From an optimization exercise on the open Yosys and OpenROAD flow, aimed at small area; shortcuts taken in it are not production practice.
The RTL was checked by simulation tests, not by an equivalence proof against the original design.
Power figures rest on the tool's default switching activity, not on a simulated workload.

==> flow/design.v (excerpt) <==
module ifu_top #(
	parameter int    QUEUE_DEPTH = 8,
	parameter logic [31:0] RESET_PC    = '0
) (
	input  logic         clk,
	input  logic         rst,
	input  logic         flush,
	input  fetch_pkg::xlen_t        flush_pc,
	output logic         mem_req,
	output fetch_pkg::xlen_t        mem_addr,
	input  logic         mem_ack,
	input  fetch_pkg::xlen_t        mem_data,
	output fetch_pkg::bht_idx_t     bht_idx,
	input  logic         bht_taken,
	input  logic         rob_full,
	input  logic         slb_full,
	input  logic         rs_full,
	output logic         issue_valid,
	output logic         issue_to_slb,
	output fetch_pkg::issue_entry_t issue_entry
);
clock: 6.0 ns
lec_check: 0
cap_margin: 20
core_margin: 2
core_utilization: 60
cts_buf_list: sky130_fd_sc_hd__clkbuf_16
cts_cluster_diameter: 100
cts_cluster_size: 28
slew_margin: 20
standard.sh (not shown) runs the stock make flow with config.mk's settings and CLKGATE_MAP_FILE= SYNTH_SCRIPT=/design/flow/synth_recipe.tcl, a recipe that flattens the netlist after the stock synthesis.
==> flow/flow/run.sh <==
#!/bin/bash
# The standard layout with two changes to how it is made:
#  - synthesis maps logic with an area-oriented ABC script (flow/abc_area.script);
#    everything else in synthesis, registers included, is the standard one
#  - plain buf_1 cells as the port buffers (every port still gets its own buffer)
set -euo pipefail
here=$(pwd)
rm -rf "$here/scripts_abc"
cp -r "$FLOW_HOME/scripts" "$here/scripts_abc"
cp "$here/flow/abc_area.script" "$here/scripts_abc/abc_speed.script"
export BUFFER_PORTS_ARGS="-buffer_cell sky130_fd_sc_hd__buf_1"
bash standard.sh SCRIPTS_DIR="$here/scripts_abc" synth > synth.log 2>&1
bash standard.sh finish > layout.log 2>&1
==> flow/flow/abc_area.script <==
&get -n
&st
&dc2
&syn2
&dch
&nf -R 1000
&put
topo
dnsize -c
==> next run, changes <==
==> flow/flow/abc_area.script (replaced) <==
strash
dc2
dch
map -a
&get -n
&st
&syn2
&dc2
&dch
&nf -R 1000
&put
topo
dnsize -c
Settings changed: CORE_UTILIZATION 60 to 40, CTS_BUF_LIST sky130_fd_sc_hd__clkbuf_16 to sky130_fd_sc_hd__clkbuf_8 sky130_fd_sc_hd__clkbuf_16, CTS_CLUSTER_DIAMETER 100 to 80, CTS_CLUSTER_SIZE 28 to 20.
After rerunning: The new run produced a layout that fails on setup timing; first-iteration DRC count hardly moves; utilization fell by 18 points; sequential power hardly moves; hold slack is worse by 0.015 ns; final area rose by roughly a tenth; setup slack is worse by 1.5 ns; routed wire length rose by roughly a tenth; die area rose by well over a third; register-to-register slack is worse by 1.3 ns; power rose by a little under a tenth.
==> next run, changes <==
==> flow/flow/abc_area.script (replaced) <==
&get -n
&st
&dc2
&syn2
&dch
&nf -R 1000
&put
topo
dnsize -c
Settings changed: CORE_UTILIZATION 40 to 72, CTS_BUF_LIST sky130_fd_sc_hd__clkbuf_8 sky130_fd_sc_hd__clkbuf_16 to sky130_fd_sc_hd__clkbuf_16, CTS_CLUSTER_DIAMETER 80 to 100, CTS_CLUSTER_SIZE 20 to 28.
Result: This time the run finished clean. Non-clock buffer count went down by 170. Clock skew climbs by 0.023 ns. First-iteration DRC count increases by 44%.
==> next run, changes <==
==> flow/flow/abc_area.script (replaced) <==
&get -n
&st
&syn2
&dc2
&dch
&nf -R 1000
&put
topo
dnsize -c
Settings changed: CORE_UTILIZATION 72 to 40, CTS_BUF_LIST sky130_fd_sc_hd__clkbuf_16 to sky130_fd_sc_hd__clkbuf_8 sky130_fd_sc_hd__clkbuf_16, CTS_CLUSTER_DIAMETER 100 to 80, CTS_CLUSTER_SIZE 28 to 20.
=> Die area goes up by well over a third. Sequential share of layout area goes down by 1.8 points. Routed wire length goes up by roughly a tenth.
==> next run, changes <==
Settings changed: CORE_UTILIZATION 40 to 72, CTS_BUF_LIST sky130_fd_sc_hd__clkbuf_8 sky130_fd_sc_hd__clkbuf_16 to sky130_fd_sc_hd__clkbuf_16, CTS_CLUSTER_DIAMETER 80 to 100, CTS_CLUSTER_SIZE 20 to 28.
After rerunning:
- non-clock buffer count went down by 11
- total power fell by 6.7%
- maximum frequency shrinks by 2.4%
- setup slack degrades by 0.14 ns
- clock power shrinks by 20%
- sequential power barely changes
- via count went up by about 5.5%
- design area fell by about 3.3%
- register-to-register slack is worse by 0.44 ns
- clock-buffer cell count decreases by 5
- core utilization goes up by 35 points


ifu_top, a different RTL version from the one above (not shown whole).
Size in the first run: roughly 1400 cells after synthesis, roughly 250 I/O pins.
Settings: LEC_CHECK=0, CAP_MARGIN=20, CORE_MARGIN=2, CORE_UTILIZATION=40, SLEW_MARGIN=20; clock period 6.0 ns.
==> flow/flow/abc_area.script <==
&get -n
&st
&syn2
&dc2
&dch
&nf -R 1000
&put
topo
dnsize -c
Scripts as last shown in full above: flow/flow/run.sh
Rerun with:
==> flow/run.sh (new file) <==
#!/bin/bash
# synth_recipe.tcl (not shown) runs the flow's synth.tcl, then flattens the netlist and writes it again
# the make line also repeats each setting of config.mk as NAME=value (left out here)
make -C /OpenROAD-flow-scripts/flow DESIGN_CONFIG=/design/flow/config.mk WORK_HOME=/design/flow/orfs CLKGATE_MAP_FILE= SYNTH_SCRIPT=/design/flow/synth_recipe.tcl finish
Settings changed: CORE_UTILIZATION 40 to 55, CTS_BUF_LIST set to sky130_fd_sc_hd__clkbuf_4 sky130_fd_sc_hd__clkbuf_8.
removed: flow/flow/run.sh
removed: flow/flow/abc_area.script
removed: flow/standard.sh
The changed run finished with timing, DRC and antenna clean.
Sequential cell count stays the same.
Die area falls by 21%.
Clock-buffer cell count rises by 24.
Total power hardly moves.
Clock power falls by about 6%.
Via count rises by 8.3%.
Worst hold slack gets worse by 0.0042 ns.
First-iteration DRC count falls by 1.4%.
Rerun with:
Settings changed: CORE_UTILIZATION 55 to 40, CTS_BUF_LIST sky130_fd_sc_hd__clkbuf_4 sky130_fd_sc_hd__clkbuf_8 to not set.
Effect: Now the flow completed, yet does not pass: negative setup slack. Die area rose by 37%. Worst setup slack is worse by 0.17 ns. Count of clock-buffer cells in the layout fell by 23. Critical path depth rose by 1. Area after synthesis stays the same. Cell area rose by 0.37%.
Rerun with:
==> flow/flow/run.sh (new file) <==
#!/bin/bash
# The standard layout, with plain buf_1 cells as the port buffers
# (every input and output port still gets its own buffer).
set -euo pipefail
export BUFFER_PORTS_ARGS="-buffer_cell sky130_fd_sc_hd__buf_1"
bash standard.sh finish > standard.log 2>&1
==> flow/standard.sh (new file) <==
#!/bin/bash
# synth_recipe.tcl (not shown) runs the flow's synth.tcl, then flattens the netlist and writes it again
# the make line also repeats each setting of config.mk as NAME=value (left out here)
make -C /OpenROAD-flow-scripts/flow DESIGN_CONFIG=/design/flow/config.mk WORK_HOME=/design/flow/orfs CLKGATE_MAP_FILE= SYNTH_SCRIPT=/design/flow/synth_recipe.tcl "${@:-finish}"
removed: flow/run.sh
=> This time the run produced a clean layout; worst setup slack gains 0.26 ns; count of clock-buffer cells in the layout decreases by 3; total power fell by 4.8%; maximum frequency goes up by 4.6%; sequential power stays flat.


## oak
The RTL this note starts from:
==> flow/design.v <==
package fetch_pkg;
	localparam int ROB_TAG_W = 3;  
	localparam int BHT_IDX_W = 4;  
	typedef logic [31:0]          xlen_t;
	typedef logic [4:0]           reg_idx_t;
	typedef logic [ROB_TAG_W-1:0] rob_tag_t;
	typedef logic [BHT_IDX_W-1:0] bht_idx_t;
	localparam logic [6:0] OPC_LUI    = 7'h37;
	localparam logic [6:0] OPC_AUIPC  = 7'h17;
	localparam logic [6:0] OPC_JAL    = 7'h6f;
	localparam logic [6:0] OPC_JALR   = 7'h67;
	localparam logic [6:0] OPC_BRANCH = 7'h63;
	localparam logic [6:0] OPC_LOAD   = 7'h03;
	localparam logic [6:0] OPC_STORE  = 7'h23;
	localparam logic [6:0] OPC_OP     = 7'h33;  
	localparam logic [6:0] OPC_OP_IMM = 7'h13;  
	typedef enum logic [2:0] {
		ic_alu,
		ic_load,
		ic_store,
		ic_branch,
		ic_jal,
		ic_jalr,
		ic_lui_auipc
	} inst_class_e;
	typedef struct packed {
		xlen_t       pc;
		xlen_t       inst;
		inst_class_e cls;
		reg_idx_t    rd;      
		xlen_t       imm;     
		xlen_t       target;  
		logic        taken;   
	} q_entry_t;
	typedef struct packed {
		q_entry_t entry;
		rob_tag_t tag;
	} issue_entry_t;
endpackage
module fetch_ctrl (
	input  logic clk,
	input  logic rst,
	input  logic flush,
	input  logic mem_ack,
	input  logic queue_full,
	output logic mem_req,
	output logic fetch_done
);
	typedef enum logic [1:0] {
		st_idle,          
		st_wait_ack,      
		st_wait_release,  
		st_discard        
	} state_e;
	state_e state, state_nxt;
	logic can_start;
	assign can_start = !mem_ack && (!queue_full || flush);
	always_comb begin
		state_nxt = state;
		case (state)
			st_idle: begin
				if (can_start)
					state_nxt = st_wait_ack;  
			end
			st_wait_ack: begin
				if (mem_ack)
					state_nxt = st_wait_release;  
				else if (flush)
					state_nxt = st_discard;  
			end
			st_discard: begin
				if (mem_ack)
					state_nxt = st_wait_release;
			end
			st_wait_release: begin
				if (!mem_ack)
					state_nxt = st_idle;
			end
			default: state_nxt = st_idle;
		endcase
	end
	always_ff @(posedge clk) begin
		if (rst)
			state <= st_idle;
		else
			state <= state_nxt;
	end
	assign mem_req = (state == st_wait_ack) || (state == st_discard);
	assign fetch_done = (state == st_wait_ack) && mem_ack && !flush;
endmodule
module pc_gen #(
	parameter logic [31:0] RESET_PC = '0
) (
	input  logic     clk,
	input  logic     rst,
	input  logic     flush,
	input  fetch_pkg::xlen_t    flush_pc,
	input  logic     fetch_done,
	input  fetch_pkg::xlen_t    inst,       
	input  logic     bht_taken,  
	output fetch_pkg::xlen_t    pc
);
	logic is_jal, is_br;
	fetch_pkg::xlen_t step, pc_next;
	assign is_jal = inst[6:0] == fetch_pkg::OPC_JAL;
	assign is_br  = inst[6:0] == fetch_pkg::OPC_BRANCH;
	always_comb begin
		if (is_jal)
			step = {{11{inst[31]}}, inst[31], inst[19:12], inst[20], inst[30:21], 1'b0};
		else if (is_br && bht_taken)
			step = {{19{inst[31]}}, inst[31], inst[7], inst[30:25], inst[11:8], 1'b0};
		else
			step = 32'd4;
	end
	assign pc_next = pc + step;
	always_ff @(posedge clk) begin
		if (rst)
			pc <= RESET_PC;
		else if (flush)
			pc <= flush_pc;  
		else if (fetch_done)
			pc <= pc_next;
	end
endmodule
module inst_decode (
	input  fetch_pkg::xlen_t    inst,
	output logic [2:0]          cls,
	output fetch_pkg::reg_idx_t rd,
	output fetch_pkg::xlen_t    imm
);
	logic [6:0] opcode;
	assign opcode = inst[6:0];
	always_comb begin
		rd  = inst[11:7];
		cls = fetch_pkg::ic_alu;
		imm = {{20{inst[31]}}, inst[31:20]};  
		case (opcode)
			fetch_pkg::OPC_LOAD: cls = fetch_pkg::ic_load;
			fetch_pkg::OPC_STORE: begin
				cls = fetch_pkg::ic_store;
				rd  = '0;
				imm = {{20{inst[31]}}, inst[31:25], inst[11:7]};
			end
			fetch_pkg::OPC_BRANCH: begin
				cls = fetch_pkg::ic_branch;
				rd  = '0;
				imm = {{19{inst[31]}}, inst[31], inst[7],
					inst[30:25], inst[11:8], 1'b0};
			end
			fetch_pkg::OPC_JAL: begin
				cls = fetch_pkg::ic_jal;
				imm = {{11{inst[31]}}, inst[31], inst[19:12],
					inst[20], inst[30:21], 1'b0};
			end
			fetch_pkg::OPC_JALR: cls = fetch_pkg::ic_jalr;
			fetch_pkg::OPC_LUI, fetch_pkg::OPC_AUIPC: begin
				cls = fetch_pkg::ic_lui_auipc;
				imm = {inst[31:12], 12'b0};  
			end
			default: cls = fetch_pkg::ic_alu;  
		endcase
	end
endmodule
module inst_queue #(
	parameter int QUEUE_DEPTH = 8
) (
	input  logic        clk,
	input  logic        rst,
	input  logic        flush,
	input  logic        push,
	input  logic [31:0] push_inst,
	input  logic        push_bht,
	input  logic        pop,
	output logic [31:0] head_inst,
	output logic        head_bht,
	output logic        head_jal,  
	output logic        head_br,   
	output logic        empty,
	output logic        full
);
	localparam int RING  = QUEUE_DEPTH - 1;
	localparam int CNT_W = $clog2(QUEUE_DEPTH + 1);
	logic [32:0] ring [0:RING-1];  
	logic [32:0] head_q, ring_out, head_d;
	logic [CNT_W-1:0] count;  
	logic do_push, one, head_load, head_from_ring, ring_push;
	assign empty   = count == '0;
	assign one     = count == CNT_W'(1);
	assign full    = count == CNT_W'(QUEUE_DEPTH);
	assign do_push = push && !full;
	assign {head_bht, head_inst} = head_q;
	assign ring_out = ring[count - CNT_W'(2)];  
	assign head_d   = head_from_ring ? ring_out : {push_bht, push_inst};
	assign head_from_ring = pop && !one;
	assign head_load      = head_from_ring || (do_push && (empty || (pop && one)));
	assign ring_push      = do_push && !empty && !(pop && one);
	always_ff @(posedge clk) begin
		if (rst || flush)
			count <= '0;
		else if (do_push && !pop)
			count <= count + 1'b1;
		else if (pop && !do_push)
			count <= count - 1'b1;
	end
	always_ff @(posedge clk) begin
		if (head_load) begin
			head_q   <= head_d;
			head_jal <= head_d[6:0] == fetch_pkg::OPC_JAL;
			head_br  <= head_d[6:0] == fetch_pkg::OPC_BRANCH;
		end
		if (ring_push) begin
			ring[0] <= {push_bht, push_inst};
			for (int i = 1; i < RING; i++)
				ring[i] <= ring[i-1];
		end
	end
endmodule
module issue_router (
	input  logic         clk,
	input  logic         rst,
	input  logic         flush,
	input  fetch_pkg::xlen_t        fetch_pc,
	input  logic         empty,
	input  logic [31:0]  head_inst,
	input  logic         head_bht,
	input  logic         head_jal,
	input  logic         head_br,
	input  logic         rob_full,
	input  logic         slb_full,
	input  logic         rs_full,
	output logic         pop,
	output logic         issue_valid,
	output logic         issue_to_slb,
	output fetch_pkg::issue_entry_t issue_entry
);
	fetch_pkg::rob_tag_t tag_cnt;  
	fetch_pkg::xlen_t    head_pc;  
	logic [2:0]          cls;
	fetch_pkg::reg_idx_t rd;
	fetch_pkg::xlen_t    imm, target, pc_plus4, pc_next;
	logic                is_jal, is_br, taken, target_full;
	inst_decode u_dec (.inst(head_inst), .cls, .rd, .imm);
	assign is_jal = head_jal;
	assign is_br  = head_br;
	assign taken  = is_jal || (is_br && head_bht);
	assign pc_plus4 = head_pc + 32'd4;
	fetch_pkg::xlen_t offset;
	always_comb begin
		if (is_jal)
			offset = {{11{head_inst[31]}}, head_inst[31], head_inst[19:12], head_inst[20],
				head_inst[30:21], 1'b0};
		else if (is_br)
			offset = {{19{head_inst[31]}}, head_inst[31], head_inst[7], head_inst[30:25],
				head_inst[11:8], 1'b0};
		else
			offset = 32'd4;
	end
	assign target   = head_pc + offset;
	assign pc_next  = taken ? target : pc_plus4;
	assign issue_to_slb = (cls == fetch_pkg::ic_load) || (cls == fetch_pkg::ic_store);
	assign target_full  = issue_to_slb ? slb_full : rs_full;
	assign issue_valid = !empty && !rob_full && !target_full;
	assign pop         = issue_valid;
	assign issue_entry = {head_pc, head_inst, cls, rd, imm, target, taken, tag_cnt};
	always_ff @(posedge clk) begin
		if (rst || flush)
			tag_cnt <= '0;  
		else if (issue_valid)
			tag_cnt <= tag_cnt + 1'b1;  
	end
	always_ff @(posedge clk) begin
		if (empty)
			head_pc <= fetch_pc;
		else if (issue_valid)
			head_pc <= pc_next;
	end
endmodule
module ifu_top #(
	parameter int    QUEUE_DEPTH = 8,
	parameter logic [31:0] RESET_PC    = '0
) (
	input  logic         clk,
	input  logic         rst,
	input  logic         flush,
	input  fetch_pkg::xlen_t        flush_pc,
	output logic         mem_req,
	output fetch_pkg::xlen_t        mem_addr,
	input  logic         mem_ack,
	input  fetch_pkg::xlen_t        mem_data,
	output fetch_pkg::bht_idx_t     bht_idx,
	input  logic         bht_taken,
	input  logic         rob_full,
	input  logic         slb_full,
	input  logic         rs_full,
	output logic         issue_valid,
	output logic         issue_to_slb,
	output fetch_pkg::issue_entry_t issue_entry
);
	logic     fetch_done, queue_full, queue_empty, queue_pop;
	fetch_pkg::xlen_t    pc;
	logic [31:0] head_inst;
	logic        head_bht, head_jal, head_br;
	assign mem_addr = pc;  
	assign bht_idx  = mem_data[fetch_pkg::BHT_IDX_W+1:2];
	fetch_ctrl u_ctrl (.clk, .rst, .flush, .mem_ack, .queue_full,
		.mem_req, .fetch_done);
	pc_gen #(.RESET_PC(RESET_PC)) u_pc (.clk, .rst, .flush, .flush_pc,
		.fetch_done, .inst(mem_data), .bht_taken, .pc);
	inst_queue #(.QUEUE_DEPTH(QUEUE_DEPTH)) u_q (.clk, .rst, .flush,
		.push(fetch_done), .push_inst(mem_data), .push_bht(bht_taken),
		.pop(queue_pop), .head_inst, .head_bht, .head_jal, .head_br,
		.empty(queue_empty), .full(queue_full));
	issue_router u_iss (.clk, .rst, .flush, .fetch_pc(pc),
		.empty(queue_empty), .head_inst, .head_bht, .head_jal, .head_br, .rob_full, .slb_full,
		.rs_full, .pop(queue_pop), .issue_valid, .issue_to_slb, .issue_entry);
endmodule
Settings: LEC_CHECK=0, CAP_MARGIN=20, CORE_MARGIN=2, CORE_UTILIZATION=60, CTS_BUF_LIST=sky130_fd_sc_hd__clkbuf_16, CTS_CLUSTER_DIAMETER=100, CTS_CLUSTER_SIZE=28, SLEW_MARGIN=20; clock period 6.0 ns.
==> flow/flow/run.sh <==
#!/bin/bash
# The standard layout with two changes to how it is made:
#  - synthesis maps logic with an area-oriented ABC script (flow/abc_area.script);
#    everything else in synthesis, registers included, is the standard one
#  - plain buf_1 cells as the port buffers (every port still gets its own buffer)
set -euo pipefail
here=$(pwd)
rm -rf "$here/scripts_abc"
cp -r "$FLOW_HOME/scripts" "$here/scripts_abc"
cp "$here/flow/abc_area.script" "$here/scripts_abc/abc_speed.script"
export BUFFER_PORTS_ARGS="-buffer_cell sky130_fd_sc_hd__buf_1"
bash standard.sh SCRIPTS_DIR="$here/scripts_abc" synth > synth.log 2>&1
bash standard.sh finish > layout.log 2>&1
==> flow/flow/abc_area.script <==
&get -n
&st
&syn2
&dc2
&dch
&nf -R 1000
&put
topo
dnsize -c
oak went all the way through the flow, and no timing, DRC or antenna check failed.
#### Input delta (pine over oak)
--- a/flow/flow/run.sh
+++ b/flow/flow/run.sh
@@ -11,0 +12 @@
+export SETUP_MOVE_SEQUENCE="unbuffer,sizeup,swap"
--- a/flow/config.mk
+++ b/flow/config.mk
@@ -10,4 +10,4 @@
-export CORE_UTILIZATION = 60
-export CTS_BUF_LIST = sky130_fd_sc_hd__clkbuf_16
-export CTS_CLUSTER_DIAMETER = 100
-export CTS_CLUSTER_SIZE = 28
+export CORE_UTILIZATION = 40
+export CTS_BUF_LIST = sky130_fd_sc_hd__clkbuf_8 sky130_fd_sc_hd__clkbuf_16
+export CTS_CLUSTER_DIAMETER = 80
+export CTS_CLUSTER_SIZE = 20
==> summary.txt <==
- On clock network fraction of total power, the higher figure sits with pine, not oak.
- Sort oak and pine by global-route usage asc -> top: pine
- NOTE via count oak->pine decreased by a few percent
- The clock network area share in pine sits 0.69 points above the value recorded for oak.
- pine against oak: core utilization of the finished layout went down, combined area of the multi-input logic cells did not really move.
- Max-slew headroom at the worst pin was higher in the run labelled pine.
The following lists how birch was set up differently from pine:
--- a/flow/flow/run.sh
+++ b/flow/flow/run.sh
@@ -12 +11,0 @@
-export SETUP_MOVE_SEQUENCE="unbuffer,sizeup,swap"
--- a/flow/config.mk
+++ b/flow/config.mk
@@ -11,3 +10,0 @@
-export CTS_BUF_LIST = sky130_fd_sc_hd__clkbuf_8 sky130_fd_sc_hd__clkbuf_16
-export CTS_CLUSTER_DIAMETER = 80
-export CTS_CLUSTER_SIZE = 20
Findings:
birch vs. pine: fraction of power consumed by combinational cells shows a reduction of 2.4 points; maximum frequency went down by 0.48%; number of cells in the finished layout apart from fillers picked up an extra 41; post-route core utilization saw an increase.
The inputs of maple differ from those of birch as listed below.
--- a/flow/flow/abc_area.script
+++ b/flow/flow/abc_area.script
@@ -2,0 +3,2 @@
+&syn2
+&dc2
--- a/flow/config.mk
+++ b/flow/config.mk
@@ -10,0 +11,3 @@
+export CTS_BUF_LIST = sky130_fd_sc_hd__clkbuf_16
+export CTS_CLUSTER_DIAMETER = 100
+export CTS_CLUSTER_SIZE = 28
==> comparison <==
- Cell count ends up lower on maple.
- Area: maple vs birch -> maple smaller
- Nothing crashed in maple and all stages finished; the problem is that the final layout failed, the offending checks being negative setup slack.
- Between maple and birch, it is maple whose count of inserted tapcells is lower, by about 1.3%.
- Looking at initial DRC count, maple sits 45 above birch.

## port drivers added, routing unchanged
Ports are ideal in the flow. The routed layouts listed here were re-timed in OpenROAD.
Step 1: set_driving_cell puts a clkbuf_16 on clk and a buf_2 on each other input, an assumption about the parent block.
Step 2, shift: input delay + t, output delay - t, t = (earliest + latest rising clock arrival at the registers) / 2. This alone moves slack from input paths to output paths.
Slacks: ideal ports / drivers / drivers and shift; pairs: ideal ports / drivers.
run | t, ns | setup slack, ns | worst hold slack (ns) | latest minus earliest clock arrival (ns) | cell pins on the clock port's net
the first run of note 1 | 0.561 | 0.187 / 0.135 / 0.216 | 0.455 / 0.455 / 0.455 | 0.023 / 0.023 | 1
the second run of note 1 | 0.591 | -1.304 / -1.354 / -0.763 | 0.440 / 0.440 / 0.440 | 0.030 / 0.030 | 1
the third run of note 1 | 0.575 | 0.101 / 0.051 / 0.049 | 0.416 / 0.416 / 0.416 | 0.058 / 0.057 | 1
the fourth run of note 1 | 0.597 | 0.342 / 0.293 / 0.218 | 0.447 / 0.447 / 0.447 | 0.016 / 0.017 | 1
the fifth run of note 1 | 0.562 | 0.205 / 0.154 / 0.286 | 0.451 / 0.451 / 0.451 | 0.018 / 0.018 | 1
the first run of note 2 | 0.615 | 0.225 / 0.171 / 0.075 | 0.440 / 0.440 / 0.440 | 0.012 / 0.013 | 1
the second run of note 2 | 0.649 | 0.164 / 0.115 / 0.645 | 0.435 / 0.435 / 0.435 | 0.046 / 0.045 | 1
the third run of note 2 | 0.610 | -0.009 / -0.064 / 0.351 | 0.440 / 0.440 / 0.440 | 0.012 / 0.012 | 1
the fourth run of note 2 | 0.583 | 0.255 / 0.199 / 0.782 | 0.440 / 0.440 / 0.440 | 0.020 / 0.020 | 1
oak | 0.572 | 0.285 / 0.232 / 0.306 | 0.448 / 0.448 / 0.448 | 0.027 / 0.028 | 1
pine | 0.595 | 0.335 / 0.285 / 0.233 | 0.445 / 0.445 / 0.445 | 0.019 / 0.019 | 1
birch | 0.613 | 0.307 / 0.255 / 0.204 | 0.431 / 0.431 / 0.431 | 0.026 / 0.026 | 1
maple | 0.574 | -0.029 / -0.084 / -0.084 | 0.444 / 0.444 / 0.444 | 0.023 / 0.023 | 1
The setup slack of the first run of note 2, which loses most, moves by -0.054 ns with the drivers and by -0.150 ns with both steps.
